What follows belongs to an exercise in optimizing a design on an open flow for small area and a short achievable clock period; a production flow would make more cautious choices. No run shown here included a check of the RTL's function; only the layout flow was run. No activity file was given, so power comes from the tool's default toggle rates.

==> design.v <==
package dma_pkg;
  localparam int DMA_BEAT_W = 128;
  localparam int DMA_WORD_W = 32;
  localparam int DMA_LANES  = 4;
  localparam logic [15:0] DMA_HDR_MAGIC = 16'hD5A7;
  localparam int MAGIC_HI = 31;
  localparam int MAGIC_LO = 16;
  localparam int LEN_HI   = 15;
  localparam int LEN_LO   = 0;
  typedef enum logic {
    RX_HDR,
    RX_PAYLOAD
  } rx_state_e;
  function automatic logic [DMA_WORD_W-1:0] beat_lane(
    input logic [DMA_BEAT_W-1:0] beat,
    input logic [1:0]            lane
  );
    beat_lane = beat[lane*DMA_WORD_W +: DMA_WORD_W];
  endfunction
endpackage
module dma_rx_fifo #(
  parameter int DEPTH = 16,
  parameter int WIDTH = 128
) (
  input  logic                   clk,
  input  logic [DEPTH-1:0]       we,
  input  logic [WIDTH-1:0]       wdata,
  input  logic [DEPTH-1:0]       rd_oh,
  input  logic [3*DEPTH-1:0]     nsel,      
  output logic [WIDTH/4-1:0]     nxt_word,
  output logic [WIDTH/4-1:0]     hdr_word
);
  localparam int WW = WIDTH / 4;
  logic [DEPTH*WIDTH-1:0] mem;
  always_ff @(posedge clk) begin
    for (int e = 0; e < DEPTH; e++)
      if (we[e]) mem[e*WIDTH +: WIDTH] <= wdata;
  end
  always_comb begin
    nxt_word = '0;
    hdr_word = '0;
    for (int e = 0; e < DEPTH; e++) begin
      for (int l = 1; l < 4; l++)
        nxt_word = nxt_word | ({WW{nsel[3*e+l-1]}} & mem[e*WIDTH + l*WW +: WW]);
      hdr_word = hdr_word | ({WW{rd_oh[(e+DEPTH-1)%DEPTH]}} & mem[e*WIDTH +: WW]);
    end
  end
endmodule
module dma_rx_unpacker #(
  parameter int          FIFO_DEPTH = 16,
  parameter logic [15:0] HDR_MAGIC  = dma_pkg::DMA_HDR_MAGIC,
  localparam int         LVL_W      = $clog2(FIFO_DEPTH) + 1
) (
  input  logic                  clk,
  input  logic                  reset_n,
  input  logic [dma_pkg::DMA_BEAT_W-1:0] dma_read_data,
  input  logic                  dma_read_valid,
  output logic [dma_pkg::DMA_WORD_W-1:0] out_data,
  output logic                  out_valid,
  input  logic                  out_ready,
  output logic                  out_last,
  output logic [LVL_W-1:0]      fifo_level,
  output logic                  overflow,
  input  logic                  ovf_clr,
  output logic                  frame_err,
  output logic [31:0]           frame_cnt,
  output logic [31:0]           drop_cnt
);
  localparam int AW = $clog2(FIFO_DEPTH);
  logic [AW-1:0]           wr_ptr, wr_ptr_d;
  logic [FIFO_DEPTH-1:0]   wr_en;       
  logic [FIFO_DEPTH-1:0]   rd_oh, rd_oh_d;
  logic [3*FIFO_DEPTH-1:0] nsel;        
  logic [FIFO_DEPTH-1:0]   we;
  logic [LVL_W-1:0]        level_d;
  logic                    full, empty, lvl_le1, lvl_1;
  logic                    push, pop;
  logic                    pay;         
  logic                    ov;          
  logic [3:0]              lane, lane_d;   
  logic [15:0]             rem;
  logic                    rem1;        
  logic                    hdr_ok;      
  logic [15:0]             hdr_len;
  logic                    hdr_len0, hdr_len1;
  logic [31:0]             nxt_word, hdr_word, w_word;
  logic                    hs, hdr_act, accept, last, lane3;
  logic                    hact;        
  logic                    step, wrap;   
  logic [3*FIFO_DEPTH-1:0] nsel_d;
  assign push = dma_read_valid & ~full;
  assign we   = {FIFO_DEPTH{dma_read_valid}} & wr_en;
  dma_rx_fifo #(
    .DEPTH (FIFO_DEPTH),
    .WIDTH (dma_pkg::DMA_BEAT_W)
  ) u_fifo (
    .clk      (clk),
    .we       (we),
    .wdata    (dma_read_data),
    .rd_oh    (rd_oh),
    .nsel     (nsel),
    .nxt_word (nxt_word),
    .hdr_word (hdr_word)
  );
  assign w_word  = dma_read_data[31:0];
  assign hs      = ov & out_ready;
  assign hdr_act = hact;
  assign accept  = hact & hdr_ok & ~hdr_len0;
  assign last    = rem1;
  assign lane3   = lane[3];
  assign step    = hs & ~last & ~lane3;
  assign wrap    = hs & (last | lane3);
  assign pop     = (hact & (~hdr_ok | hdr_len0)) | wrap;
  logic sel_nxt, sel_hdr, sel_w, sel_hold;
  logic pay_d, empty_d, valid_d, rem1_d;
  assign sel_nxt  = accept | step;
  assign sel_hdr  = hs & ~last & lane3 & ~lvl_le1;
  assign sel_w    = pay & dma_read_valid & (empty | (hs & ~last & lane3 & lvl_1));
  assign sel_hold = ov & ~out_ready;
  logic inc, dec, keep;
  logic full_d, lvl_1_d, lvl_le1_d;
  logic lvl_2, lvl_top;
  logic [LVL_W-1:0] level_inc, level_dec;
  assign lvl_2     = (fifo_level == LVL_W'(2));
  assign lvl_top   = (fifo_level == LVL_W'(FIFO_DEPTH - 1));
  assign level_inc = fifo_level + 1'b1;
  assign level_dec = fifo_level - 1'b1;
  assign inc       = push & ~pop;
  assign dec       = pop & ~push;
  assign keep      = ~(inc | dec);
  assign level_d   = ({LVL_W{inc}} & level_inc) | ({LVL_W{dec}} & level_dec) |
                     ({LVL_W{keep}} & fifo_level);
  assign full_d    = ~pop & (full | (lvl_top & push));
  assign empty_d   = ~push & (empty | (lvl_1 & pop));
  assign lvl_1_d   = (empty & push) | (lvl_1 & keep) | (lvl_2 & dec);
  assign lvl_le1_d = empty_d | lvl_1_d;
  assign wr_ptr_d = wr_ptr + AW'(push);
  assign pay_d    = accept | (pay & ~(hs & last));
  assign valid_d  = pay_d & ~empty_d;
  assign rem1_d   = accept ? hdr_len1 : (hs ? (rem == 16'd2) : rem1);
  assign lane_d   = accept ? 4'b0010 : step ? {lane[2:0], 1'b0} : pop ? 4'b0001 : lane;
  assign rd_oh_d  = pop ? {rd_oh[FIFO_DEPTH-2:0], rd_oh[FIFO_DEPTH-1]} : rd_oh;
  always_comb begin
    for (int e = 0; e < FIFO_DEPTH; e++) begin
      nsel_d[3*e]   = pop ? rd_oh[(e+FIFO_DEPTH-1)%FIFO_DEPTH] : (~accept & ~step & nsel[3*e]);
      nsel_d[3*e+1] = accept ? rd_oh[e] : step ? nsel[3*e] : (~pop & nsel[3*e+1]);
      nsel_d[3*e+2] = step ? nsel[3*e+1] : (~accept & ~pop & nsel[3*e+2]);
    end
  end
  always_ff @(posedge clk or negedge reset_n) begin
    if (!reset_n) begin
      out_data  <= '0;
      out_valid <= 1'b0;
      out_last  <= 1'b0;
      ov        <= 1'b0;
    end else begin
      out_data  <= ({32{sel_nxt}}  & nxt_word) |
                   ({32{sel_hdr}}  & hdr_word) |
                   ({32{sel_w}}    & w_word)   |
                   ({32{sel_hold}} & out_data);
      out_valid <= valid_d;
      ov        <= valid_d;
      out_last  <= valid_d & rem1_d;
    end
  end
  logic [31:0] hdr_src;
  assign hdr_src = lvl_le1 ? w_word : hdr_word;
  always_ff @(posedge clk) begin
    hdr_ok   <= (hdr_src[31:16] == HDR_MAGIC);
    hdr_len  <= hdr_src[15:0];
    hdr_len0 <= (hdr_src[15:0] == 16'd0);
    hdr_len1 <= (hdr_src[15:0] == 16'd1);
  end
  always_ff @(posedge clk or negedge reset_n) begin
    if (!reset_n) begin
      pay        <= 1'b0;
      lane       <= 4'b0001;
      rem        <= '0;
      rem1       <= 1'b0;
      frame_err  <= 1'b0;
      wr_ptr     <= '0;
      wr_en      <= FIFO_DEPTH'(1);
      rd_oh      <= FIFO_DEPTH'(1);
      nsel       <= (3*FIFO_DEPTH)'(1);
      hact       <= 1'b0;
      fifo_level <= '0;
      full       <= 1'b0;
      empty      <= 1'b1;
      lvl_le1    <= 1'b1;
      lvl_1      <= 1'b0;
    end else begin
      frame_err <= hdr_act & ~hdr_ok;
      pay       <= pay_d;
      rem1      <= rem1_d;
      lane      <= lane_d;
      rd_oh     <= rd_oh_d;
      nsel      <= nsel_d;
      hact      <= ~pay_d & ~empty_d;
      if (accept)  rem <= hdr_len;
      else if (hs) rem <= rem - 16'd1;
      wr_ptr     <= wr_ptr_d;
      for (int e = 0; e < FIFO_DEPTH; e++)
        wr_en[e] <= (wr_ptr_d == AW'(e)) & ~full_d;
      fifo_level <= level_d;
      full       <= full_d;
      empty      <= empty_d;
      lvl_le1    <= lvl_le1_d;
      lvl_1      <= lvl_1_d;
    end
  end
  always_ff @(posedge clk or negedge reset_n) begin
    if (!reset_n)                   overflow <= 1'b0;
    else if (dma_read_valid & full) overflow <= 1'b1;
    else if (ovf_clr)               overflow <= 1'b0;
  end
  logic frame_done;
  assign frame_done = (hdr_act & hdr_ok & hdr_len0) | (hs & last);
  always_ff @(posedge clk or negedge reset_n) begin
    if (!reset_n) begin
      frame_cnt <= '0;
      drop_cnt  <= '0;
    end else begin
      if (frame_done)            frame_cnt <= frame_cnt + 32'd1;
      if (dma_read_valid & full) drop_cnt  <= drop_cnt + 32'd1;
    end
  end
endmodule
==> run.sh <==
#!/bin/bash
# synth_recipe.tcl (not shown) runs the flow's synth.tcl, then flattens the netlist and writes it again
# the make line also repeats each setting of config.mk as NAME=value (left out here)
make -C /OpenROAD-flow-scripts/flow DESIGN_CONFIG=/design/flow/config.mk WORK_HOME=/design/flow/orfs CLKGATE_MAP_FILE= SYNTH_SCRIPT=/design/flow/synth_recipe.tcl finish
==> config.mk <==
export PLATFORM = sky130hd
export DESIGN_NAME = dma_rx_unpacker
export DESIGN_NICKNAME = dma_rx_unpacker
export VERILOG_FILES = /design/flow/design.v
export SDC_FILE = /design/flow/constraint.sdc
export NUM_CORES = 4
export LEC_CHECK = 0
export CAP_MARGIN = 20
export CORE_MARGIN = 2
export CORE_UTILIZATION = 50
export CTS_CLUSTER_DIAMETER = 80
export CTS_CLUSTER_SIZE = 25
export SETUP_SLACK_MARGIN = 3.05
export SLEW_MARGIN = 20
==> constraint.sdc <==
create_clock -name core_clock -period 5.5 [get_ports {clk}]
set_input_delay 1.1000 -clock core_clock [delete_from_list [all_inputs] [get_ports {clk}]]
set_output_delay 1.1000 -clock core_clock [all_outputs]
set_load 0.01 [all_outputs]
==> metrics.md, run 1 <==
| Metric | Value |
|---|---|
| XOR/XNOR Fraction of Synth Area | 0.849% |
| Reg power frac | between 60% and 70% |
| Relative slew slack | 30.0% |
| Die area | between 150000 and 200000 um^2 |
| Vias per inst | roughly 7 |
| Clk sinks | between 2000 and 2500 |
| #FFs+latches synth | between 2000 and 2500 |
| Reg clk slew, reported paths | around 0.1 ns |
| CTS root buffer | clkbuf_16 |
| Status | timing/DRC/antenna clean |
| Crit Reg-Reg Startpoint | rd_oh[1] |
| Fillers | 12200 |
| Post-DP Area | about 90000 um^2 |
| Comb power frac | 9.3% |
| Post-route minimum period | between 2 and 3 ns |
| Share of post-route cells with drive strength above 1 | between 10% and 20% |
| GRT Residual Overflow | 0 |
| Largest stage delay, worst path | 0.49 ns |
| Delay-heaviest family, CP | flip-flops |
| Max_cap viols | 0 |
| Critical path origin | out_data[30] |
| First-pass GRT wire length | just under 400000 um |
| Die span in y | 410 um |
| Via count of the first global-routing pass | approximately 47000 |
| Synth async-reset ratio | 9.46% |
| Num ports | 238 |
| Final HPWL DP | ~150000 um |
| DR iter-0 viols | a little under 9000 |
| Crit path required time | 4.40 ns |
| Slew @ Worst Pin | ~1.0 ns |
| Syn_nets | between 4000 and 5000 |
| Int Pwr | approximately 26 mW |
| Nets | around 5000 |
| Clock Skew | between 0.04 and 0.05 ns |
| DIE WIDTH | 410 um |
| Overall power | approximately 35 mW |
| Gate Count Post-Synth | approximately 4400 |
| Row cnt | 149 |
| Ys Warns | 2 |
| RSZ-0062 raised after global routing | true |
| Post-synthesis simple-gate area fraction | under 10% |
| Final routed DRC violation total | 0 |
| Detail Route Antenna Nets | 0 |
| Critical Path AT | 1.43 ns |
| Overall global routing resource usage | between 30% and 40% |
| Netlist Area Pre-Place | 82500 um^2 |
| Initial antenna violation count | 19 |
| Ys flop type | edfxtp_1 |
| CTS Hold Bufs | 0 |
| Vias | approximately 50000 |
| Area growth, synth to finish | 14.8% |
| Cell Chain, Critical Path | buf_6 |
| Multi-input gate area | 14800 um^2 |
| Mux cell area share after synthesis | less than 1% |
| Max Fanout on Critical Path | 2 |
| PD cells | approximately 370 nW/um^2 |
| Synth cell types | 59 |
| Area taken by flip-flops and latches | 67500 um^2 |
| Fmax | 396 MHz |
| Dpl cells | approximately 6700 |
| CP bufs+invs | 1 |
| Max-slew violation count | 0 |
| Worst slack, placed | between 1 and 1.5 ns |
| Syn_area_per_cell | ~19 um^2 |
| Seq/Total Area, Yosys | about four fifths |
| First drt pass iteration count | 9 |
| Clock Power Share | about 28% |
| Largest family of logic cells by synthesized area | compound AO/OA/AOI/OAI gates |
| HP Class | primary input to async pin |
| CTS tree | yes |
| Final setup viols | 0 |
| WHS | 0.391 ns |
| Pleak | around 31 nW |
| Finished Cell Area | ~95000 um^2 |
| Post-synthesis adder-cell area fraction | 0.182% |
| Starting Density | 50.2% |
| Crit. End Element | output port |
| Sw power | between 8 and 9 mW |
| Cts bufs inserted | 110 |
| Worst-skew pair later-pin latency | a little under 0.8 ns |
| Final wirelength | between 200000 and 300000 um |
| Final worst setup slack | a little under 3 ns |
| Max Root-Sink Buffers | 3 |
| PortBufs | ~240 |
| Routability Congestion | just over 0.8 |
| Nature of the critical path startpoint | flip-flop |
| H-Tree Depth | 3 |
| Post-Route Setup TNS | 0 ns |
| EDFF count, synth | 2048 |
| Kind of critical path | flip-flop to output port |
| Synth Area in Compound Gates | 12.2% |
| Util after Layout | between 50 and 60% |
| DR WL/cell | between 30 and 40 um |
| VDD IR max | about 310 uV |
| Core Area | approximately 160000 um^2 |
| CP max stage cell | dfrtp_2 |
| Final period utilization | 46.0% |
| Final Hold Vio Count | 0 |
| Largest net degree at the start of global routing | 110 |
| Sw frac | about 25% |
| Finished Layout Cells | just over 7000 |
[registers in the layout (all words and copies together) (netlist names), 4 cells and up]
register,count
drop_cnt,32
fifo_level,5
frame_cnt,32
hdr_len,16
lane,4
nsel,48
out_data,32
rd_oh,16
rem,16
u_fifo.mem,2048
wr_en,16
wr_ptr,4
[synth_stat cells, types with 3 or more instances]
library cell     n  area share (%)
a22o_1         520             5.5
o21ai_1         29            0.18
ha_1            12            0.18
edfxtp_1      2048              75
nand4_1        117            0.89
and2_1          19            0.14
dfstp_2          6            0.19
xor2_1          25            0.27
a21oi_1          8           0.049
a22oi_1         59            0.54
and4_1          19            0.20
nand2_1         67            0.30
a221o_1          3           0.036
nor4_1           8           0.061
buf_6           18            0.25
nand3_1         58            0.35
nand4b_1         3           0.032
buf_2           28            0.17
nor3_1          41            0.25
nor2b_1          4           0.030
dfrtp_1        210             6.4
inv_1           29            0.13
nor3_2           4           0.049
a222oi_1        10            0.12
xnor2_1         55            0.58
nor2_1          96            0.44
a221oi_1       514             5.5
o21ai_0         25            0.15
mux2i_1         15            0.18
a221oi_2         4           0.073
dfxtp_1         19            0.46
buf_1           20           0.091
and3_1          15            0.11
nand2b_1         5           0.038
clkbuf_1       223             1.0
mux2_2          19            0.26
[power groups by stage]
stage | clock network (mW) | registers, mW | logic, mW
after global placement | 0 | 22.2 | 3.03
after CTS | 9.63 | 21.9 | 3.18
after global routing | 10.2 | 22.0 | 3.34
after detailed placement | 0 | 22.2 | 3.07
final | 9.60 | 21.9 | 3.22
after floorplan | 0 | 22.1 | 1.27
[cell type report]
type                       count  share of cell area, %
sequential                  2283                   71.3
multi-input combinational   1789                   15.6
timing repair buffer         626                   6.53
clock buffer                 141                   3.08
tap                         2189                   2.89
clock inverter                41                  0.499
inverter                      29                  0.115
antenna                        3                0.00792
[logic make-up (layout without fill, tap and decap cells)]
group                    Yosys count  in the layout
multiplexers                      34             34
AO/OA/AOI/OAI                   1184           1184
XOR/XNOR                          80             80
other                              0              3
flip-flops                      2283           2283
AND/OR/NAND/NOR                  476            479
buffers and inverters            320            837
adder cells (fa/ha/maj)           12             12
[metal layers]
metal,global-route usage (%),share of wire [%],vias up
met5,0,0.056,-
met3,6.77,12,616
met1,46.7,37,26100
met4,12.6,4.6,22
met2,51.0,46,3719
li1,-,-,19300
[placed cells by master, fill, tap and decap left out, types with 9 or more instances in the layout]
master           instances
clkbuf_16              114
a221oi_1               461
nand4_1                117
a22o_1                 520
dfrtp_1                118
xnor2_1                 55
buf_2                   64
o21ai_1                 29
nor2_1                  91
clkbuf_1                27
a221oi_2                53
nand3_1                 53
o21ai_0                 24
and3_1                  15
nand2_1                 67
dfrtp_2                 47
mux2i_1                  9
edfxtp_1              2048
dfrtp_4                 45
nor3_1                  13
buf_12                  63
a222oi_1                10
nor3_2                  16
ha_1                    10
mux2_2                  19
dfxtp_1                 19
a22oi_1                 59
inv_1                   28
buf_4                  266
nor3_4                  16
clkdlybuf4s50_1        128
buf_6                   79
and4_1                  11
and2_4                  16
xor2_1                  25
buf_8                   17
[worst paths after layout]
path | endpoint | slack [ns] | cells past startpoint
max | out_data[30] | 2.97 | 1
min | out_data[8] | 0.39 | 1
max reg2reg | hdr_ok | 2.99 | 8
min reg2reg | rem[13] | 0.43 | 2
max in group asynchronous | frame_cnt[5] | 3.97 | 2
min in group core_clock | rem[13] | 0.43 | 2
[repair_timing]
action | 4_1_cts | 5_1_grt
setup buffers | 179 | 43
resized for setup | 695 | 90
pin swaps | 27 | 33
endpoints found under the setup margin | 2236 | 311
gates cloned | 3 | 3
==> inputs of run 2 (changes only) <==
--- a/config.mk
+++ b/config.mk
@@ -9,5 +9,6 @@
 export CORE_MARGIN = 2
-export CORE_UTILIZATION = 50
+export CORE_UTILIZATION = 40
 export CTS_CLUSTER_DIAMETER = 80
 export CTS_CLUSTER_SIZE = 25
+export GPL_ROUTABILITY_DRIVEN = 0
 export SETUP_SLACK_MARGIN = 3.05
==> metrics.md, run 2 <==
| Metric | Value |
|---|---|
| Synth top cells by count | edfxtp_1 (2048), a22o_1 (520), a221oi_1 (514), clkbuf_1 (223), dfrtp_1 (210) |
| Final period utilization | 46.4% (+0.45 points) |
| DR iter-0 viols | 8162 (-6.4%) |
| Top reg by flops | u_fifo.mem |
| Syn_area_per_cell | 18.8 um^2 (unchanged) |
| Max_cap viols | 0 (unchanged) |
| Largest net degree at the start of global routing | 97 (-12%) |
| Final setup viols | 0 (unchanged) |
| Gate Count Post-Synth | 4389 (unchanged) |
| Row cnt | 166 (+11%) |
| Die area | 210000 um^2 (+25%) |
| Top Usage Layer GRT | met2 |
| Status | timing/DRC/antenna clean |
| Core Area | 205000 um^2 (+25%) |
| Final routed DRC violation total | 0 (unchanged) |
| Post-route minimum period | 2.55 ns (+0.0248 ns) |
| Num ports | 238 (unchanged) |
| Cts bufs inserted | 107 (-2.7%) |
| Area leader, netlist | edfxtp_1 |
| Final HPWL DP | 154000 um (+2.7%) |
| EDFF count, synth | 2048 (unchanged) |
| DIE WIDTH | 458 um (+12%) |
| Finished Layout Cells | 7559 (+6.4%) |
| Vias per inst | 6.56 (-6.5%) |
| Max Fanout on Critical Path | 12 (+10) |
| First-pass GRT wire length | 390000 um (+0.65%) |
| Max Root-Sink Buffers | 3 (unchanged) |
| Grt met1 use | 37.0% (-9.7 points) |
| Most common cell after layout, fill and taps aside | edfxtp_1 |
| Regs by FF count | u_fifo.mem: 2048 flops, nsel: 48 flops |
| Synth cell types | 59 (unchanged) |
| Top cell type's share of synthesized area | 74.5% (unchanged) |
| Commonest cells after routing, fill and taps aside | edfxtp_1 (2048), a22o_1 (519), a221oi_1 (452), buf_4 (231), clkdlybuf4s50_1 (128) |
| #FFs+latches synth | 2283 (unchanged) |
| CTS Hold Bufs | 0 (unchanged) |
| Overall global routing resource usage | 26.6% (-6.5 points) |
| HP Class | primary input to async pin |
| Starting Density | 40.3% (-9.9 points) |
| RSZ-0062 raised after global routing | true |
| Initial antenna violation count | 25 (+6) |
| Fmax | 392 MHz (-0.97%) |
| Worst slack, placed | 1.40 ns (-0.0118 ns) |
| Global Route met2 Usage | 41.6% (-9.4 points) |
| Ys flop type | edfxtp_1 |
| Clock Skew | 0.0682 ns (+0.0266 ns) |
| Fillers | 17100 (+40%) |
| Slew @ Worst Pin | 1.02 ns (-0.0229 ns) |
| Final Hold Vio Count | 0 (unchanged) |
| Die span in y | 458 um (+12%) |
| Ys Warns | 2 (unchanged) |
| Max reg flops | 2048 (unchanged) |
| Global Route met3 Usage | 6.26% (-0.51 points) |
| Syn_nets | 4534 (unchanged) |
| Via count of the first global-routing pass | 46800 (-0.049%) |
| Reg clk slew, reported paths | 0.10 ns (about the same) |
| Dpl cells | 7184 (+7.4%) |
| GRT Residual Overflow | 0 (unchanged) |
| Clk sinks | 2283 (unchanged) |
| Synth async-reset ratio | 9.46% (unchanged) |
| VDD IR max | 304 uV (-1.6%) |
| Max-slew violation count | 0 (unchanged) |
| Worst-skew pair later-pin latency | 0.84 ns (+0.05 ns) |
| Final worst setup slack | 2.95 ns (-0.0248 ns) |
| Final wirelength | 287000 um (+1.6%) |
| Crit. End Element | flip-flop |
| PortBufs | 237 (unchanged) |
| Most frequent cell after synthesis | edfxtp_1 |
| Post-Route Setup TNS | 0 ns (unchanged) |
| Share of post-route cells with drive strength above 1 | 18.8% (-0.060 points) |
| Area growth, synth to finish | 16.0% |
| H-Tree Depth | 3 (unchanged) |
| Nets | 4959 (-0.50%) |
| Ranking of synthesized cells by area | edfxtp_1 (75%), dfrtp_1 (6.4%), a22o_1 (5.5%) |
| Nature of the critical path startpoint | flip-flop |
| DR WL/cell | 38.0 um (-4.6%) |
| CTS root buffer | clkbuf_16 |
| CTS tree | yes |
| Crit path required time | 6.17 ns (+1.77 ns) |
| PD cells | 362 nW/um^2 (-1.1%) |
| Seq/Total Area, Yosys | 81.5% (unchanged) |
| Pleak | 31.0 nW (-0.19%) |
| Vias | 49600 (-0.44%) |
| Kind of critical path | flip-flop to flip-flop |
| Critical Path AT | 3.23 ns (+1.80 ns) |
| Netlist Area Pre-Place | 82500 um^2 (unchanged) |
| First drt pass iteration count | 9 (unchanged) |
| Detail Route Antenna Nets | 0 (unchanged) |
| Relative slew slack | 31.7% (+1.7 points) |
| Util after Layout | 46.7% (-11 points) |
## run 2: cell counts after synthesis
No cell type changed its count.
## run 2: path summary, 6_finish.rpt
path | from | endpoint | slack, ns | cells past startpoint
worst min-delay path | reset_n | rem[10] | 0.28 | 1
max in group asynchronous | reset_n | frame_cnt[4] | 3.78 | 2
worst max register to register | rd_oh[10] | hdr_ok | 2.95 | 8
worst min register to register | hdr_len[10] | rem[10] | 0.43 | 2
min in group core_clock | hdr_len[10] | rem[10] | 0.43 | 2
worst max-delay path | rd_oh[10] | hdr_ok | 2.95 | 8
## run 2: final cells by class
class / instances / area (um^2) / area share, %
clock inverter: 29 / 464 / 0.485
antenna: 5 / 12.5 / 0.0131
clock buffer: 132 / 2830 / 2.96
tap: 2688 / 3360 / 3.51
multi-input combinational: 1788 / 15000 / 15.6
inverter: 29 / 109 / 0.114
timing repair buffer: 605 / 6420 / 6.71
sequential: 2283 / 67500 / 70.6
## run 2: report_power, final
group	internal, mW	switching [mW]	total, mW
clock	4.02	5.46	9.48
sequential	21.3	0.636	21.9
combinational	0.714	2.59	3.30
total	26.0	8.69	34.7
## run 2: cells by family after synthesis
| logic type | Yosys count | synth area share, % |
|---|---|---|
| DFF | 2283 | 81.5 |
| AOI/OAI and AO/OA | 1184 | 12.2 |
| and+or+nand+nor | 476 | 3.09 |
| buffers and inverters | 320 | 1.67 |
| xor gates and xnor gates | 80 | 0.849 |
| muxes | 34 | 0.441 |
| adders and majority gates | 12 | 0.182 |
## run 2: per-layer routing
layer | vias up | share of wire (%)
met4 | 28 | 3.4
met2 | 3650 | 46
met3 | 543 | 12
met1 | 26100 | 38
li1 | 19200 | -
met5 | - | 0.075
## run 2: stage by stage
| step | hold WS, ns | cell area, um^2 | total power, mW |
|---|---|---|---|
| 6_report | 0.282 | 95700 | 34.7 |
| 5_1_grt | 0.323 | 95700 | 35.5 |
| 4_1_cts | 0.335 | 94600 | 34.6 |
| 3_5_place_dp | 0.422 | 89000 | 25.4 |
| 3_3_place_gp | 0.412 | 89000 | 25.3 |
| 2_1_floorplan | 0.406 | 82700 | 23.3 |
## run 2: repair_timing
| action | CTS | global route |
|---|---|---|
| endpoints found under the setup margin | 2262 | 136 |
| setup buffers | 166 | 36 |
| cloned | 2 | 4 |
| pin swaps | 36 | 39 |
| gates resized for setup | 757 | 137 |
| hold endpoints to repair | 0 | 0 |
## run 2: critical path: stages (launching register included)
cell and delay (ns):
dfrtp_4 0.53, buf_12 0.17, buf_4 0.14, a22o_1 0.22, a221oi_4 0.27, nand4_1 0.25, nor4b_4 0.45, a21oi_2 0.14
a221oi_4 0.25
==> inputs of run 3 (changes only) <==
--- a/config.mk
+++ b/config.mk
@@ -12,4 +12,3 @@
 export CTS_CLUSTER_SIZE = 25
-export GPL_ROUTABILITY_DRIVEN = 0
-export SETUP_SLACK_MARGIN = 3.05
+export SETUP_SLACK_MARGIN = 3.15
 export SLEW_MARGIN = 20
==> metrics.md, run 3 <==
| Metric | Value |
|---|---|
| EDFF count, synth | 2048 (unchanged) |
| Routability Congestion | around 0.8 |
| Fillers | 17000 (-0.37%) |
| RSZ-0062 raised after global routing | true |
| Core Area | 205000 um^2 (unchanged) |
| Clk sinks | 2283 (unchanged) |
| CTS Hold Bufs | 0 (unchanged) |
| Most common cell after layout, fill and taps aside | edfxtp_1 |
| PortBufs | 237 (unchanged) |
| Num ports | 238 (unchanged) |
| Max Root-Sink Buffers | 3 (unchanged) |
| Dpl cells | 7181 (-0.042%) |
| Pleak | 31.9 nW (+3.0%) |
| Nets | 5071 (+2.3%) |
| Ys Warns | 2 (unchanged) |
| Final HPWL DP | 159000 um (+3.1%) |
| Syn_nets | 4534 (unchanged) |
| Overall power | 34.7 mW (about the same) |
| Commonest cells after routing, fill and taps aside | edfxtp_1 (2048), a22o_1 (518), a221oi_1 (386), buf_4 (309), clkdlybuf4s50_1 (129) |
| Initial antenna violation count | 27 (+8.0%) |
| Final Hold Vio Count | 0 (unchanged) |
| H-Tree Depth | 3 (unchanged) |
| Ranking of synthesized cells by area | edfxtp_1 (75%), dfrtp_1 (6.4%), a22o_1 (5.5%) |
| Die span in y | 458 um (unchanged) |
| Ys flop type | edfxtp_1 |
| PD cells | 356 nW/um^2 (-1.7%) |
| GRT Residual Overflow | 0 (unchanged) |
| Nature of the critical path startpoint | flip-flop |
| VDD IR max | 285 uV (-6.3%) |
| Crit path required time | 4.40 ns (-1.77 ns) |
| First drt pass iteration count | 8 (-1) |
| #FFs+latches synth | 2283 (unchanged) |
| Final period utilization | 46.7% (+0.30 points) |
| Detail Route Antenna Nets | 0 (unchanged) |
| Largest net degree at the start of global routing | 110 (+13%) |
| Starting Density | 40.3% (unchanged) |
| WHS | 0.392 ns (+0.110 ns) |
| Kind of critical path | flip-flop to output port |
| Util after Layout | 47.6% (+0.83 points) |
| Via count of the first global-routing pass | 47300 (+0.94%) |
| Vias | 51000 (+2.9%) |
| Status | timing/DRC/antenna clean |
| Gate Count Post-Synth | 4389 (unchanged) |
| Fmax | 389 MHz (-0.64%) |
| Clock Skew | 0.0576 ns (-0.0106 ns) |
| Syn_area_per_cell | 18.8 um^2 (unchanged) |
| HP Class | primary input to async pin |
| Cts bufs inserted | 107 (unchanged) |
| Synth async-reset ratio | 9.46% (unchanged) |
| Final wirelength | 299000 um (+4.0%) |
| Most frequent cell after synthesis | edfxtp_1 |
| Share of post-route cells with drive strength above 1 | 21.8% (+3.1 points) |
| Finished Layout Cells | 7687 (+1.7%) |
| Overall global routing resource usage | 27.6% (+0.95 points) |
| DIE WIDTH | 458 um (unchanged) |
| CP max stage cell | dfrtp_2 |
| CTS tree | yes |
| Crit. End Element | output port |
| Largest stage delay, worst path | 0.50 ns (-0.03 ns) |
| DR iter-0 viols | 8891 (+8.9%) |
| Area leader, netlist | edfxtp_1 |
| DR WL/cell | 38.8 um (+2.3%) |
| CP bufs+invs | 1 (-1) |
| Top reg by flops | u_fifo.mem |
| Final routed DRC violation total | 0 (unchanged) |
| CTS root buffer | clkbuf_16 |
| Relative slew slack | 32.0% (+0.34 points) |
| First-pass GRT wire length | 403000 um (+3.2%) |
| Worst-skew pair later-pin latency | 0.82 ns (-0.02 ns) |
| Synth cell types | 59 (unchanged) |
| Post-route minimum period | 2.57 ns (+0.0165 ns) |
| Max-slew violation count | 0 (unchanged) |
| Max Fanout on Critical Path | 2 (-10) |
| Seq/Total Area, Yosys | 81.5% (unchanged) |
| Vias per inst | 6.64 (+1.2%) |
| Max reg flops | 2048 (unchanged) |
| Post-Route Setup TNS | 0 ns (unchanged) |
| Top cell type's share of synthesized area | 74.5% (unchanged) |
| Die area | 210000 um^2 (unchanged) |
| Netlist Area Pre-Place | 82500 um^2 (unchanged) |
| Reg clk slew, reported paths | 0.10 ns (about the same) |
| Max_cap viols | 0 (unchanged) |
| Critical Path AT | 1.47 ns (-1.76 ns) |
| Regs by FF count | u_fifo.mem: 2048 flops, nsel: 48 flops |
| Final setup viols | 0 (unchanged) |
| Synth top cells by count | edfxtp_1 (2048), a22o_1 (520), a221oi_1 (514), clkbuf_1 (223), dfrtp_1 (210) |
| Area growth, synth to finish | 18.0% |
| Delay-heaviest family, CP | flip-flops |
| Slew @ Worst Pin | 1.02 ns (-0.00830 ns) |
| Row cnt | 166 (unchanged) |
| Cell Chain, Critical Path | buf_6 |
-- run 3: metrics by stage --
step,worst slack (ns),cell area (um^2)
2_1_floorplan,2.77,82800
3_3_place_gp,1.42,89000
3_5_place_dp,1.43,89000
4_1_cts,2.90,95800
5_1_grt,2.87,97400
6_report,2.93,97400
-- run 3: power by group --
part | internal, mW | switching [mW] | total [mW]
clock network | 3.94 | 5.52 | 9.46
logic | 0.716 | 2.60 | 3.32
registers | 21.3 | 0.668 | 21.9
total | 25.9 | 8.78 | 34.7
-- run 3: final timing paths --
path	startpoint	cells past startpoint	to	slack, ns
worst max-delay path	out_data[19]	1	out_data[19]	2.93
worst min-delay path	reset_n	1	rem[4]	0.39
worst max register to register	rd_oh[13]	8	hdr_len0	2.93
worst min register to register	hdr_len[12]	2	rem[12]	0.44
max in group asynchronous	reset_n	2	rd_oh[9]	3.91
min in group core_clock	hdr_len[12]	2	rem[12]	0.44
-- run 3: repair_timing --
| item | in CTS | in global routing |
|---|---|---|
| resized for setup | 827 | 162 |
| hold endpoints to repair | 0 | 0 |
| buffers inserted | 235 | 77 |
| endpoints found under the setup margin | 2315 | 151 |
| gates cloned | 8 | 4 |
| pin swaps | 58 | 76 |
-- run 3: metal layers --
metal  global-route usage (%)  up-vias  part of all wire, %  wire, um
met2                     43.1     4146                   46    138000
li1                         -    19500                    -         -
met5                        0        -                0.054       161
met3                     6.12      630                   13     38700
met4                     10.1       24                  4.2     12500
met1                     37.9    26700                   37    110000
-- run 3: cells by family after synthesis --
logic type                 count (synthesis)  synth area share (%)
AOI/OAI and AO/OA                       1184                  12.2
xor gates and xnor gates                  80                 0.849
muxes                                     34                 0.441
and+or+nand+nor                          476                  3.09
DFF                                     2283                  81.5
adders and majority gates                 12                 0.182
buffers and inverters                    320                  1.67
-- run 3: area by class of cell --
class | instances | area [um^2] | area share, %
Sequential cell | 2283 | 67500 | 69.3
Tap cell | 2688 | 3360 | 3.45
Clock inverter | 31 | 438 | 0.450
Timing Repair Buffer | 715 | 7620 | 7.82
Antenna cell | 14 | 35.0 | 0.0360
Clock buffer | 137 | 2850 | 2.93
Multi-Input combinational cell | 1790 | 15500 | 15.9
Inverter | 29 | 109 | 0.112
==> inputs of run 4 (changes only) <==
--- a/design.v
+++ b/design.v
@@ -82,5 +82,6 @@
   logic                    rem1;        
-  logic                    hdr_ok;      
+  logic [15:0]             hdr_magic;   
   logic [15:0]             hdr_len;
-  logic                    hdr_len0, hdr_len1;
+  logic                    hdr_ok, hdr_len0, hdr_len1;
+  logic [31:0]             od;          
   logic [31:0]             nxt_word, hdr_word, w_word;
@@ -119,2 +120,5 @@
   assign sel_hold = ov & ~out_ready;
+  assign hdr_ok   = (hdr_magic == HDR_MAGIC);
+  assign hdr_len0 = (hdr_len == 16'd0);
+  assign hdr_len1 = (hdr_len == 16'd1);
   logic inc, dec, keep;
@@ -159,3 +163,3 @@
                    ({32{sel_w}}    & w_word)   |
-                   ({32{sel_hold}} & out_data);
+                   ({32{sel_hold}} & od);
       out_valid <= valid_d;
@@ -165,2 +169,5 @@
   end
+  always_ff @(posedge clk) begin
+    od <= sel_hold ? od : (sel_hdr ? hdr_word : (sel_w ? w_word : nxt_word));
+  end
   logic [31:0] hdr_src;
@@ -168,6 +175,4 @@
   always_ff @(posedge clk) begin
-    hdr_ok   <= (hdr_src[31:16] == HDR_MAGIC);
-    hdr_len  <= hdr_src[15:0];
-    hdr_len0 <= (hdr_src[15:0] == 16'd0);
-    hdr_len1 <= (hdr_src[15:0] == 16'd1);
+    hdr_magic <= hdr_src[31:16];
+    hdr_len   <= hdr_src[15:0];
   end
--- a/config.mk
+++ b/config.mk
@@ -12,3 +12,3 @@
 export CTS_CLUSTER_SIZE = 25
-export SETUP_SLACK_MARGIN = 3.15
+export SETUP_SLACK_MARGIN = 3.1
 export SLEW_MARGIN = 20
==> metrics.md, run 4 <==
| Metric | Value |
|---|---|
| Nature of the critical path startpoint | flip-flop |
| Final HPWL DP | 165000 um (+4.1%) |
| Area growth, synth to finish | 14.6% |
| Starting Density | 40.3% (-0.053 points) |
| Clk sinks | 2328 (+2.0%) |
| Nets | 5122 (+1.0%) |
| Met1 wire length | 116000 um (+5.7%) |
| Area leader, netlist | edfxtp_1 |
| Util after Layout | 46.1% (-1.4 points) |
| Cell Chain, Critical Path | buf_6 |
| Mux cell area share after synthesis | 0.665% (+0.22 points) |
| WL met3 | 37400 um (-3.4%) |
| Vias per inst | 6.58 (-0.79%) |
| CP max stage cell | dfrtp_2 |
| Most common cell after layout, fill and taps aside | edfxtp_1 |
| Netlist Area Pre-Place | 85500 um^2 (+3.5%) |
| Detail Route Antenna Nets | 0 (unchanged) |
| DR iter-0 viols | 8744 (-1.7%) |
| Crit. End Element | output port |
| Num ports | 238 (unchanged) |
| Seq/Total Area, Yosys | 80.2% (-1.3 points) |
| Max Fanout on Critical Path | 1 (-1) |
| Synth cell types | 65 (+10%) |
| Fmax | 391 MHz (+0.54%) |
| DR WL/cell | 38.3 um (-1.3%) |
| Final wirelength | 301000 um (+0.94%) |
| Die area | 217000 um^2 (+3.5%) |
| Via count of the first global-routing pass | 48400 (+2.3%) |
| Largest stage delay, worst path | 0.48 ns (-0.02 ns) |
| Relative slew slack | 34.5% (+2.5 points) |
| GRT Residual Overflow | 0 (unchanged) |
| Die span in y | 466 um (+1.7%) |
| Row cnt | 169 (+1.8%) |
| Top cell type's share of synthesized area | 73.1% (-1.4 points) |
| Top Layer Used | met5 |
| CTS root buffer | clkbuf_16 |
| Post-route minimum period | 2.56 ns (-0.0137 ns) |
| Final period utilization | 46.5% (-0.25 points) |
| EDFF count, synth | 2080 (+1.6%) |
| DIE WIDTH | 466 um (+1.7%) |
| H-Tree Depth | 3 (unchanged) |
| Kind of critical path | flip-flop to output port |
| Post-synthesis adder-cell area fraction | 0.176% (-0.0062 points) |
| Ranking of synthesized cells by area | edfxtp_1 (73%), dfrtp_1 (6.1%), a22o_1 (5.6%) |
| Worst-skew pair later-pin latency | 0.82 ns (about the same) |
| Initial antenna violation count | 19 (-30%) |
| Final routed DRC violation total | 0 (unchanged) |
| Ys flop type | edfxtp_1 |
| XOR/XNOR Fraction of Synth Area | 0.810% (-0.039 points) |
| CP bufs+invs | 1 (unchanged) |
| Final Hold Vio Count | 0 (unchanged) |
| Share of post-route cells with drive strength above 1 | 18.1% (-3.8 points) |
| HP Class | primary input to async pin |
| Final setup viols | 0 (unchanged) |
| Post-synthesis simple-gate area fraction | 3.82% (+0.73 points) |
| First-pass GRT wire length | 408000 um (+1.3%) |
| Most frequent cell after synthesis | edfxtp_1 |
| Status | timing/DRC/antenna clean |
| Met2 Wirelength | 137000 um (-0.36%) |
| Core Area | 212000 um^2 (+3.7%) |
| Syn_nets | 4754 (+4.9%) |
| PD cells | 359 nW/um^2 (+0.68%) |
| Reg clk slew, reported paths | 0.10 ns (about the same) |
| Crit path required time | 4.40 ns (about the same) |
| Syn_area_per_cell | 18.5 um^2 (-1.4%) |
| PortBufs | 237 (unchanged) |
| Clock Skew | 0.0521 ns (-0.00551 ns) |
| Vias | 51800 (+1.5%) |
| Top reg by flops | u_fifo.mem |
| Pleak | 31.6 nW (-0.96%) |
| CTS tree | yes |
| Largest family of logic cells by synthesized area | compound AO/OA/AOI/OAI gates |
| First drt pass iteration count | 5 (-3) |
| #FFs+latches synth | 2328 (+2.0%) |
| Routability Congestion | 0.828 (+0.67%) |
| Post-Route Setup TNS | 0 ns (unchanged) |
| Delay-heaviest family, CP | flip-flops |
| Commonest cells after routing, fill and taps aside | edfxtp_1 (2080), a22o_1 (544), a221oi_1 (468), buf_4 (219), clkdlybuf4s50_1 (129) |
| Synth async-reset ratio | 9.28% (-0.18 points) |
| Max_cap viols | 0 (unchanged) |
| Synth top cells by count | edfxtp_1 (2080), a22o_1 (544), a221oi_1 (512), clkbuf_1 (272), dfrtp_1 (210) |
| Ys Warns | 2 (unchanged) |
| Regs by FF count | u_fifo.mem: 2048 flops, nsel: 48 flops |
| Cts bufs inserted | 111 (+3.7%) |
| Slew @ Worst Pin | 0.982 ns (-0.0346 ns) |
| Max Root-Sink Buffers | 3 (unchanged) |
| Critical Path AT | 1.46 ns (about the same) |
| CTS Hold Bufs | 0 (unchanged) |
| Max-slew violation count | 0 (unchanged) |
| RSZ-0062 raised after global routing | true |
| Overall global routing resource usage | 26.9% (-0.62 points) |
| Synth Area in Compound Gates | 12.6% (+0.41 points) |
| VDD IR max | 286 uV (+0.39%) |
| Largest net degree at the start of global routing | 133 (+21%) |
| Gate Count Post-Synth | 4609 (+5.0%) |
| Max reg flops | 2048 (unchanged) |
run 4: changes by cell type in the layout (fill, tap and decap cells not counted), sizes merged, moves of 33 or more:
cell / delta
a21boi: +33
buf: -151
nand2: +39
and4: +112
nor2: -66
a22oi: -57
nand4: -65
run 4: through the flow:
stage / power, mW / worst slack, ns / std cells / hold slack, ns / area, um^2
after floorplan: 23.6 / 2.77 / 4609 / 0.434 / 85700
after global placement: 25.4 / 1.46 / 7492 / 0.452 / 91800
after detailed placement: 25.5 / 1.45 / 7492 / 0.453 / 91800
after CTS: 35.1 / 2.90 / 7814 / 0.449 / 97200
after global routing: 36.0 / 2.93 / 7855 / 0.244 / 97900
final: 35.1 / 2.94 / 7861 / 0.232 / 97900
run 4: cell type report:
class                           count  area (um^2)
Tap cell                         2821         3530
Clock inverter                     30          468
Multi-Input combinational cell   1917        16200
Sequential cell                  2328        68700
Clock buffer                      138         2950
Inverter                           55          211
Fill cell                       17900       114000
Antenna cell                        8         20.0
Timing Repair Buffer              563         5720
Timing Repair inverter              1         7.51
run 4: final timing paths:
check                               end   startpoint  slack (ns)  cells past startpoint
setup / recovery            out_data[4]  out_data[4]        2.94                      1
hold / removal                  nsel[2]      reset_n        0.23                      1
setup reg to reg            out_data[1]     nsel[39]        3.07                      6
hold reg to reg                  rem[1]   hdr_len[1]        0.49                      2
max in group asynchronous  out_data[13]      reset_n        3.91                      3
min in group core_clock          rem[1]   hdr_len[1]        0.49                      2
run 4: worst reg2reg max path: cells and delay by family, from the launching register on:
kind                   cells  cell delay, ns
AOI/OAI and AO/OA          3            0.76
buffers and inverters      1            0.24
DFF                        1            0.60
and+or+nand+nor            2            0.71
run 4: where the power goes:
part	total, mW	internal [mW]	switching [mW]	leakage [nW]
clock network	9.81	4.14	5.67	1.66
registers	22.3	21.7	0.587	21.7
logic	3.06	0.588	2.47	8.20
total	35.1	26.4	8.73	31.6
run 4: cell families (layout without fill, tap and decap cells):
group	after synthesis	after routing
other	0	8
buffers and inverters	369	787
flip-flops	2328	2328
multiplexers	50	50
AND/OR/NAND/NOR	507	511
XOR/XNOR	79	79
AO/OA/AOI/OAI	1264	1265
adder cells (fa/ha/maj)	12	12
run 4: metal layers:
metal	up-vias	global-route usage, %
li1	20100	-
met1	27300	37.8
met2	3814	41.4
met3	514	6.40
met4	14	8.79
met5	-	0
run 4: timing repair:
item	CTS	global route
buffers inserted	148	38
endpoints found under the setup margin	2308	370
gates resized for setup	784	99
pin swaps	11	17
cloned	6	0
==> inputs of run 5 (changes only) <==
--- a/design.v
+++ b/design.v
@@ -25,3 +25,4 @@
   input  logic                   clk,
-  input  logic [DEPTH-1:0]       we,
+  input  logic [DEPTH-1:0]       we,        
+  input  logic [DEPTH-1:0]       hold,      
   input  logic [WIDTH-1:0]       wdata,
@@ -36,3 +37,4 @@
     for (int e = 0; e < DEPTH; e++)
-      if (we[e]) mem[e*WIDTH +: WIDTH] <= wdata;
+      mem[e*WIDTH +: WIDTH] <= ({WIDTH{hold[e]}} & mem[e*WIDTH +: WIDTH]) |
+                               ({WIDTH{we[e]}}   & wdata);
   end
@@ -71,2 +73,4 @@
   logic [FIFO_DEPTH-1:0]   wr_en;       
+  logic [FIFO_DEPTH-1:0]   wr_en_n;     
+  logic [FIFO_DEPTH-1:0]   hold;
   logic [FIFO_DEPTH-1:0]   rd_oh, rd_oh_d;
@@ -82,13 +86,10 @@
   logic                    rem1;        
-  logic [15:0]             hdr_magic;   
+  logic                    hdr_ok;      
   logic [15:0]             hdr_len;
-  logic                    hdr_ok, hdr_len0, hdr_len1;
-  logic [31:0]             od;          
+  logic                    hdr_len0, hdr_len1;
   logic [31:0]             nxt_word, hdr_word, w_word;
   logic                    hs, hdr_act, accept, last, lane3;
-  logic                    hact;        
-  logic                    step, wrap;   
-  logic [3*FIFO_DEPTH-1:0] nsel_d;
   assign push = dma_read_valid & ~full;
   assign we   = {FIFO_DEPTH{dma_read_valid}} & wr_en;
+  assign hold = {FIFO_DEPTH{~dma_read_valid}} | wr_en_n;
   dma_rx_fifo #(
@@ -99,2 +100,3 @@
     .we       (we),
+    .hold     (hold),
     .wdata    (dma_read_data),
@@ -107,12 +109,10 @@
   assign hs      = ov & out_ready;
-  assign hdr_act = hact;
-  assign accept  = hact & hdr_ok & ~hdr_len0;
+  assign hdr_act = ~pay & ~empty;
+  assign accept  = hdr_act & hdr_ok & ~hdr_len0;
   assign last    = rem1;
   assign lane3   = lane[3];
-  assign step    = hs & ~last & ~lane3;
-  assign wrap    = hs & (last | lane3);
-  assign pop     = (hact & (~hdr_ok | hdr_len0)) | wrap;
+  assign pop     = (hdr_act & (~hdr_ok | hdr_len0)) | (hs & (last | lane3));
   logic sel_nxt, sel_hdr, sel_w, sel_hold;
   logic pay_d, empty_d, valid_d, rem1_d;
-  assign sel_nxt  = accept | step;
+  assign sel_nxt  = accept | (hs & ~last & ~lane3);
   assign sel_hdr  = hs & ~last & lane3 & ~lvl_le1;
@@ -120,5 +120,2 @@
   assign sel_hold = ov & ~out_ready;
-  assign hdr_ok   = (hdr_magic == HDR_MAGIC);
-  assign hdr_len0 = (hdr_len == 16'd0);
-  assign hdr_len1 = (hdr_len == 16'd1);
   logic inc, dec, keep;
@@ -144,11 +141,4 @@
   assign rem1_d   = accept ? hdr_len1 : (hs ? (rem == 16'd2) : rem1);
-  assign lane_d   = accept ? 4'b0010 : step ? {lane[2:0], 1'b0} : pop ? 4'b0001 : lane;
+  assign lane_d   = accept ? 4'b0010 : (hs ? (last ? 4'b0001 : {lane[2:0], lane[3]}) : lane);
   assign rd_oh_d  = pop ? {rd_oh[FIFO_DEPTH-2:0], rd_oh[FIFO_DEPTH-1]} : rd_oh;
-  always_comb begin
-    for (int e = 0; e < FIFO_DEPTH; e++) begin
-      nsel_d[3*e]   = pop ? rd_oh[(e+FIFO_DEPTH-1)%FIFO_DEPTH] : (~accept & ~step & nsel[3*e]);
-      nsel_d[3*e+1] = accept ? rd_oh[e] : step ? nsel[3*e] : (~pop & nsel[3*e+1]);
-      nsel_d[3*e+2] = step ? nsel[3*e+1] : (~accept & ~pop & nsel[3*e+2]);
-    end
-  end
   always_ff @(posedge clk or negedge reset_n) begin
@@ -163,3 +153,3 @@
                    ({32{sel_w}}    & w_word)   |
-                   ({32{sel_hold}} & od);
+                   ({32{sel_hold}} & out_data);
       out_valid <= valid_d;
@@ -169,5 +159,2 @@
   end
-  always_ff @(posedge clk) begin
-    od <= sel_hold ? od : (sel_hdr ? hdr_word : (sel_w ? w_word : nxt_word));
-  end
   logic [31:0] hdr_src;
@@ -175,4 +162,6 @@
   always_ff @(posedge clk) begin
-    hdr_magic <= hdr_src[31:16];
-    hdr_len   <= hdr_src[15:0];
+    hdr_ok   <= (hdr_src[31:16] == HDR_MAGIC);
+    hdr_len  <= hdr_src[15:0];
+    hdr_len0 <= (hdr_src[15:0] == 16'd0);
+    hdr_len1 <= (hdr_src[15:0] == 16'd1);
   end
@@ -187,5 +176,5 @@
       wr_en      <= FIFO_DEPTH'(1);
+      wr_en_n    <= ~FIFO_DEPTH'(1);
       rd_oh      <= FIFO_DEPTH'(1);
       nsel       <= (3*FIFO_DEPTH)'(1);
-      hact       <= 1'b0;
       fifo_level <= '0;
@@ -201,4 +190,5 @@
       rd_oh     <= rd_oh_d;
-      nsel      <= nsel_d;
-      hact      <= ~pay_d & ~empty_d;
+      for (int e = 0; e < FIFO_DEPTH; e++)
+        for (int l = 0; l < 3; l++)
+          nsel[3*e+l] <= rd_oh_d[e] & lane_d[l];
       if (accept)  rem <= hdr_len;
@@ -206,4 +196,6 @@
       wr_ptr     <= wr_ptr_d;
-      for (int e = 0; e < FIFO_DEPTH; e++)
-        wr_en[e] <= (wr_ptr_d == AW'(e)) & ~full_d;
+      for (int e = 0; e < FIFO_DEPTH; e++) begin
+        wr_en[e]   <= (wr_ptr_d == AW'(e)) & ~full_d;
+        wr_en_n[e] <= (wr_ptr_d != AW'(e)) | full_d;
+      end
       fifo_level <= level_d;
--- a/config.mk
+++ b/config.mk
@@ -12,3 +12,3 @@
 export CTS_CLUSTER_SIZE = 25
-export SETUP_SLACK_MARGIN = 3.1
+export SETUP_SLACK_MARGIN = 3.05
 export SLEW_MARGIN = 20
==> metrics.md, run 5 <==
| Metric | Value |
|---|---|
| Post-Route Setup TNS | 0 ns (unchanged) |
| CTS root buffer | clkbuf_16 |
| Row cnt | 167 (-1.2%) |
| PD cells | 535 nW/um^2 (+49%) |
| Slew @ Worst Pin | 1.27 ns (+0.284 ns) |
| Most common cell after layout, fill and taps aside | a22o_1 |
| Ys flop type | dfxtp_1 |
| Area growth, synth to finish | 14.0% |
| EDFF count, synth | 0 (-100%) |
| Cts bufs inserted | 116 (+4.5%) |
| Reg clk slew, reported paths | 0.10 ns (about the same) |
| Final HPWL DP | 187000 um (+13%) |
| First drt pass iteration count | 8 (+3) |
| Crit path required time | 6.15 ns (+1.75 ns) |
| GRT Residual Overflow | 0 (unchanged) |
| DIE WIDTH | 459 um (-1.5%) |
| Final period utilization | 46.9% (+0.40 points) |
| Syn_area_per_cell | 11.6 um^2 (-37%) |
| PortBufs | 237 (unchanged) |
| VDD IR max | 286 uV (about the same) |
| First-pass GRT wire length | 519000 um (+27%) |
| Nature of the critical path startpoint | flip-flop |
| Multi-input gate area | 32700 um^2 (+100%) |
| Max_cap viols | 0 (unchanged) |
| Regs by FF count | u_fifo.mem: 2048 flops, nsel: 48 flops |
| Kind of critical path | flip-flop to flip-flop |
| Die span in y | 459 um (-1.5%) |
| Area leader, netlist | dfxtp_1 |
| Post-route minimum period | 2.58 ns (+0.0223 ns) |
| Max-slew violation count | 0 (unchanged) |
| Share of post-route cells with drive strength above 1 | 14.0% (-4.1 points) |
| Commonest cells after routing, fill and taps aside | a22o_1 (2526), dfxtp_1 (2067), a221oi_1 (435), buf_4 (265), dfrtp_1 (143) |
| Top cell type's share of synthesized area | 49.9% (-23 points) |
| Global Route met3 Usage | 10.4% (+4.0 points) |
| DR iter-0 viols | 12300 (+41%) |
| Finished Cell Area | 94500 um^2 (-3.5%) |
| Most frequent cell after synthesis | a22o_1 |
| Final Hold Vio Count | 0 (unchanged) |
| Top Usage Layer GRT | met2 |
| Clk sinks | 2298 (-1.3%) |
| Die area | 211000 um^2 (-3.0%) |
| Num ports | 238 (unchanged) |
| Nets | 7133 (+39%) |
| Status | timing/DRC/antenna clean |
| Relative slew slack | 15.6% (-19 points) |
| Synth top cells by count | a22o_1 (2526), dfxtp_1 (2067), clkbuf_1 (591), a221oi_1 (503), dfrtp_1 (224) |
| WHS | 0.244 ns (+0.0120 ns) |
| Final wirelength | 380000 um (+26%) |
| Critical Path AT | 3.23 ns (+1.77 ns) |
| Crit. End Element | flip-flop |
| Via count of the first global-routing pass | 65800 (+36%) |
| HP Class | primary input to async pin |
| Worst-skew pair later-pin latency | 0.86 ns (+0.04 ns) |
| CP max stage cell | a221oi_4 |
| Pleak | 40.1 nW (+27%) |
| Ranking of synthesized cells by area | dfxtp_1 (50%), a22o_1 (27%), dfrtp_1 (6.8%) |
| Synth cell types | 61 (-6.2%) |
| Top reg by flops | u_fifo.mem |
| Clock Skew | 0.0583 ns (+0.00619 ns) |
| Max reg flops | 2048 (unchanged) |
| Max Root-Sink Buffers | 3 (unchanged) |
| Routability Congestion | 0.838 (+1.2%) |
| Largest stage delay, worst path | 0.54 ns (+0.06 ns) |
| Critical path origin | rd_oh[15] |
| Fillers | 18500 (+3.5%) |
| RSZ-0062 raised after global routing | true |
| Core Area | 206000 um^2 (-2.8%) |
| Syn_nets | 7295 (+53%) |
| H-Tree Depth | 3 (unchanged) |
| Starting Density | 40.1% (-0.11 points) |
| #FFs+latches synth | 2298 (-1.3%) |
| Ys Warns | 2 (unchanged) |
| Dpl cells | 9321 (+24%) |
| CTS tree | yes |
| Global Route met2 Usage | 49.4% (+8.0 points) |
| Netlist Area Pre-Place | 82900 um^2 (-3.0%) |
| Grt met1 use | 44.8% (+7.0 points) |
| Seq/Total Area, Yosys | 56.9% (-23 points) |
| Vias per inst | 7.25 (+10%) |
| Vias | 71100 (+37%) |
| Max Fanout on Critical Path | 10 (+9) |
| Crit Reg-Reg Startpoint | rd_oh[15] |
| Cell Chain, Critical Path | buf_12 > a22o_1 > a221oi_2 > nand3_1 > nor2_2 > and4bb_1 > nand3_2 > a221oi_4 |
| Final setup viols | 0 (unchanged) |
| Final routed DRC violation total | 0 (unchanged) |
| Fmax | 388 MHz (-0.86%) |
| Initial antenna violation count | 50 (+31) |
| Largest net degree at the start of global routing | 109 (-18%) |
| Overall global routing resource usage | 33.8% (+6.9 points) |
| Finished Layout Cells | 9802 (+25%) |
| DR WL/cell | 38.8 um (+1.2%) |
| Post-DP Area | 86900 um^2 (-5.3%) |
| Area taken by flip-flops and latches | 47400 um^2 (-31%) |
| Detail Route Antenna Nets | 0 (unchanged) |
| Gate Count Post-Synth | 7150 (+55%) |
| Overall power | 50.6 mW (+44%) |
| CTS Hold Bufs | 0 (unchanged) |
| Synth async-reset ratio | 10.1% (+0.77 points) |
==> run 5: cell count changes after synthesis, moves of 127 or more <==
cell / previous run / this run
buf_2: 17 / 191
clkbuf_1: 272 / 591
edfxtp_1: 2080 / 0
buf_1: 17 / 144
dfxtp_1: 32 / 2067
a22o_1: 544 / 2526
==> run 5: metrics by stage <==
stage                     setup slack [ns]  utilization [%]
after floorplan                       3.00                -
after global placement                1.62             42.1
after detailed placement              1.71             42.1
after CTS                             2.93             44.8
after global routing                  2.92             45.8
final                                 2.92             45.8
==> run 5: where the power goes <==
part | switching, mW | internal, mW | total, mW | leakage, nW
Combinational | 6.11 | 6.29 | 12.4 | 18.1
Sequential | 4.08 | 23.8 | 27.9 | 20.2
Clock | 5.98 | 4.35 | 10.3 | 1.80
==> run 5: area by class of cell <==
cell class / instances / share of cell area, %
inverters: 52 / 0.207
clock buffers: 146 / 3.40
flip-flops and latches: 2298 / 50.1
repair buffers: 654 / 7.43
clock inverters: 44 / 0.524
well taps: 2704 / 3.58
diodes: 38 / 0.101
multi-input cells: 3866 / 34.6
==> run 5: path summary, 6_finish.rpt <==
kind | to | slack (ns) | cells past startpoint
setup / recovery | hdr_ok | 2.92 | 8
hold / removal | drop_cnt[11] | 0.24 | 1
setup reg to reg | hdr_ok | 2.92 | 8
hold reg to reg | rem[13] | 0.43 | 2
max in group asynchronous | out_data[23] | 3.88 | 2
min in group core_clock | rem[13] | 0.43 | 2
==> run 5: layer usage <==
| layer | part of all wire (%) | wire length [um] | vias up |
|---|---|---|---|
| met5 | 0.14 | 542 | - |
| met4 | 5.4 | 20400 | 38 |
| met3 | 14 | 53600 | 1121 |
| met2 | 42 | 161000 | 6093 |
| met1 | 38 | 145000 | 36100 |
| li1 | - | - | 27800 |
==> run 5: cells by family (layout without fill, tap and decap cells) <==
| logic type | count (synthesis) | after routing | synth area share, % |
|---|---|---|---|
| buf+inv | 997 | 896 | 4.96 |
| compound gates | 3205 | 3206 | 33.4 |
| mux | 18 | 18 | 0.220 |
| fa+ha+maj | 12 | 12 | 0.181 |
| xor+xnor | 79 | 79 | 0.835 |
| simple gates | 541 | 551 | 3.46 |
| other cells | 0 | 38 | 0 |
| flops | 2298 | 2298 | 56.9 |
==> run 5: what timing repair did <==
item | in CTS | in global routing
gates resized for setup | 698 | 200
endpoints found under the setup margin | 1575 | 472
setup buffers | 159 | 74
pin swaps | 30 | 60
gates cloned | 5 | 14
==> run 5: critical path, delay by kind of cell (launching register included) <==
family	cells	cell delay, ns
AOI/OAI and AO/OA	3	1.00
buffers and inverters	1	0.17
DFF	1	0.53
and+or+nand+nor	4	0.70
==> inputs of run 6 (changes only) <==
--- a/config.mk
+++ b/config.mk
@@ -12,3 +12,3 @@
 export CTS_CLUSTER_SIZE = 25
-export SETUP_SLACK_MARGIN = 3.05
+export SETUP_SLACK_MARGIN = 3.0
 export SLEW_MARGIN = 20
==> metrics.md, run 6 <==
| Metric | Value |
|---|---|
| Share of post-route cells with drive strength above 1 | 13.1% (-0.90 points) |
| Relative slew slack | 16.6% (+0.93 points) |
| CTS root buffer | clkbuf_16 |
| Final worst setup slack | 2.91 ns (-0.0169 ns) |
| Synth cell types | 61 (unchanged) |
| Synth top cells by count | a22o_1 (2526), dfxtp_1 (2067), clkbuf_1 (591), a221oi_1 (503), dfrtp_1 (224) |
| Most frequent cell after synthesis | a22o_1 |
| Worst slack, placed | 1.63 ns (-0.0848 ns) |
| Cell Chain, Critical Path | buf_6 > nand2b_4 > buf_12 > a22o_1 |
| Critical path origin | dma_read_valid |
| Regs by FF count | u_fifo.mem: 2048 flops, nsel: 48 flops |
| Max Fanout on Critical Path | 74 (+64) |
| Vias | 70400 (-0.98%) |
| Detail Route Antenna Nets | 0 (unchanged) |
| Ys flop type | dfxtp_1 |
| EDFF count, synth | 0 (unchanged) |
| Initial antenna violation count | 33 (-34%) |
| First drt pass iteration count | 8 (unchanged) |
| FF-to-FF setup slack | 2.94 ns (+0.02 ns) |
| Max_cap viols | 0 (unchanged) |
| PD cells | 537 nW/um^2 (+0.30%) |
| Final Hold Vio Count | 0 (unchanged) |
| DIE WIDTH | 459 um (unchanged) |
| DR iter-0 viols | 11700 (-5.5%) |
| Ys Warns | 2 (unchanged) |
| Final HPWL DP | 186000 um (-0.73%) |
| Vias per inst | 7.23 (-0.30%) |
| Starting Density | 40.1% (unchanged) |
| Largest stage delay, worst path | 0.68 ns (+0.14 ns) |
| Slew @ Worst Pin | 1.25 ns (-0.0139 ns) |
| Reg clk slew, reported paths | 0.10 ns (about the same) |
| Nets | 7086 (-0.66%) |
| Seq/Total Area, Yosys | 56.9% (unchanged) |
| CTS tree | yes |
| Max-slew violation count | 0 (unchanged) |
| Gate Count Post-Synth | 7150 (unchanged) |
| Nature of the critical path startpoint | primary input |
| Syn_nets | 7295 (unchanged) |
| Post-Route Setup TNS | 0 ns (unchanged) |
| GRT Residual Overflow | 0 (unchanged) |
| CTS Hold Bufs | 0 (unchanged) |
| Ranking of synthesized cells by area | dfxtp_1 (50%), a22o_1 (27%), dfrtp_1 (6.8%) |
| Fmax | 385 MHz (-0.65%) |
| #FFs+latches synth | 2298 (unchanged) |
| Overall global routing resource usage | 34.0% (+0.15 points) |
| Row cnt | 167 (unchanged) |
| Area leader, netlist | dfxtp_1 |
| Top reg by flops | u_fifo.mem |
| Kind of critical path | primary input to flip-flop |
| Crit. End Element | flip-flop |
| DR WL/cell | 38.6 um (-0.49%) |
| RSZ-0062 raised after global routing | true |
| Cts bufs inserted | 111 (-4.3%) |
| Largest net degree at the start of global routing | 129 (+18%) |
| Die span in y | 459 um (unchanged) |
| Final routed DRC violation total | 0 (unchanged) |
| Worst-skew pair later-pin latency | 0.84 ns (-0.02 ns) |
| Synth async-reset ratio | 10.1% (unchanged) |
| Clock Skew | 0.0588 ns (+0.000501 ns) |
| Via count of the first global-routing pass | 65900 (+0.15%) |
| Routability Congestion | 0.850 (+1.5%) |
| Top cell type's share of synthesized area | 49.9% (unchanged) |
| Commonest cells after routing, fill and taps aside | a22o_1 (2525), dfxtp_1 (2067), a221oi_1 (457), buf_4 (247), dfrtp_1 (146) |
| First-pass GRT wire length | 522000 um (+0.49%) |
| CP max stage cell | nand2b_4 |
| Status | timing/DRC/antenna clean |
| Max reg flops | 2048 (unchanged) |
| Clk sinks | 2298 (unchanged) |
| Most common cell after layout, fill and taps aside | a22o_1 |
| Final setup viols | 0 (unchanged) |
| Syn_area_per_cell | 11.6 um^2 (unchanged) |
| VDD IR max | 295 uV (+3.3%) |
| Final wirelength | 376000 um (-1.2%) |
| Pleak | 39.8 nW (-0.71%) |
| H-Tree Depth | 3 (unchanged) |
| HP Class | primary input to async pin |
| Post-DP Area | 86800 um^2 (about the same) |
| Area growth, synth to finish | 13.0% |
| Core Area | 206000 um^2 (unchanged) |
| Max Root-Sink Buffers | 3 (unchanged) |
| Netlist Area Pre-Place | 82900 um^2 (unchanged) |
| Finished Cell Area | 93600 um^2 (-0.89%) |
| Num ports | 238 (unchanged) |
| Crit Reg-Reg Startpoint | nsel[20] |
| Post-route minimum period | 2.59 ns (+0.0169 ns) |
| Crit path required time | 6.20 ns (+0.05 ns) |
| PortBufs | 237 (unchanged) |
| Final period utilization | 47.2% (+0.31 points) |
| Die area | 211000 um^2 (unchanged) |
| Critical Path AT | 3.29 ns (+0.06 ns) |
run 6: layout make-up:
cell class,instances,area (um^2)
inverters,52,195
flip-flops and latches,2298,47400
clock inverters,43,599
diodes,21,52.6
repair buffers,619,6440
fillers,18500,113000
well taps,2704,3380
multi-input cells,3859,32500
clock buffers,139,3070
run 6: path summary, 6_finish.rpt:
kind / endpoint / cells after the start
worst min-delay path: drop_cnt[11] / 1
worst max register to register: out_data[10] / 8
max in group asynchronous: out_data[20] / 2
worst min register to register: rem[15] / 2
min in group core_clock: rem[15] / 2
worst max-delay path: u_fifo.mem[24] / 4
run 6: cells by family after synthesis:
kind of cell | count (synthesis) | synth area share (%)
muxes | 18 | 0.220
AOI/OAI and AO/OA | 3205 | 33.4
DFF | 2298 | 56.9
and+or+nand+nor | 541 | 3.46
buffers and inverters | 997 | 4.96
xor gates and xnor gates | 79 | 0.835
adders and majority gates | 12 | 0.181
run 6: metal layers:
metal	global-route usage (%)	up-vias	part of all wire, %
met5	0	-	0.030
met4	17.1	14	5.6
met3	10.6	1221	14
met2	50.2	6005	43
met1	44.6	35600	38
li1	-	27600	-
run 6: worst max-delay path: cells and delay by family:
| family | cells | cell delay (ns) |
|---|---|---|
| buffers and inverters | 2 | 0.90 |
| AND/OR/NAND/NOR | 1 | 0.68 |
| AO/OA/AOI/OAI | 1 | 0.32 |
run 6: what timing repair did:
| item | CTS | global route |
|---|---|---|
| pin swaps | 18 | 43 |
| buffers inserted | 174 | 39 |
| gates cloned | 4 | 5 |
| resized for setup | 649 | 161 |
| endpoints found under the hold margin | 0 | 0 |
| endpoints found under the setup margin | 1969 | 104 |
run 6: per-stage QoR:
stage | std cells | hold WS, ns | utilization (%) | power (mW)
after floorplan | 7150 | 0.406 | - | 35.3
after global placement | 9309 | 0.417 | 42.0 | 38.8
after detailed placement | 9310 | 0.424 | 42.1 | 39.4
after CTS | 9670 | 0.331 | 44.8 | 49.5
after global routing | 9725 | 0.358 | 45.4 | 52.0
final | 9735 | 0.313 | 45.4 | 50.3
run 6: power breakdown:
group,switching (mW),internal (mW)
clock network,5.80,4.46
registers,4.03,23.8
logic,5.97,6.26
total,15.8,34.5

==> afterwards: timing with drivers on the ports <==
The results above use ideal ports. As a check the final layouts listed here were re-extracted and re-timed, cells and wires unchanged.
Step 1 (the two cells are an assumption about what drives the block):
set clk [get_ports {clk}]
set_driving_cell -lib_cell sky130_fd_sc_hd__clkbuf_16 $clk
set_driving_cell -lib_cell sky130_fd_sc_hd__buf_2 [delete_from_list [all_inputs] $clk]
Step 2 also shifts input and output timing later by t, the mid clock arrival at the registers, as if the neighbouring blocks saw the same clock.
a / b / c = ideal / step 1 / step 2; a / b = the first two.
| run | t (ns) | setup slack, ns | hold WS [ns] | worst slew at a driven data input, ns |
|---|---|---|---|---|
| run 1 | 0.855 | 2.972 / 2.887 / 2.212 | 0.391 / 0.371 / 0.431 | 0.18 |
| run 2 | 0.878 | 2.948 / 2.873 / 2.175 | 0.282 / 0.251 / 0.432 | 0.15 |
| run 3 | 0.881 | 2.931 / 2.843 / 2.227 | 0.392 / 0.354 / 0.436 | 0.17 |
| run 4 | 0.890 | 2.945 / 2.854 / 2.311 | 0.232 / 0.191 / 0.485 | 0.17 |
| run 5 | 0.917 | 2.923 / 2.862 / 2.115 | 0.244 / 0.237 / 0.432 | 0.28 |
| run 6 | 0.915 | 2.906 / 2.834 / 2.025 | 0.313 / 0.287 / 0.435 | 0.28 |
After both steps setup and hold are still met in every run listed. For run 6, which loses most, drivers alone change the setup slack by -0.072 ns; drivers and shift together by -0.881 ns.
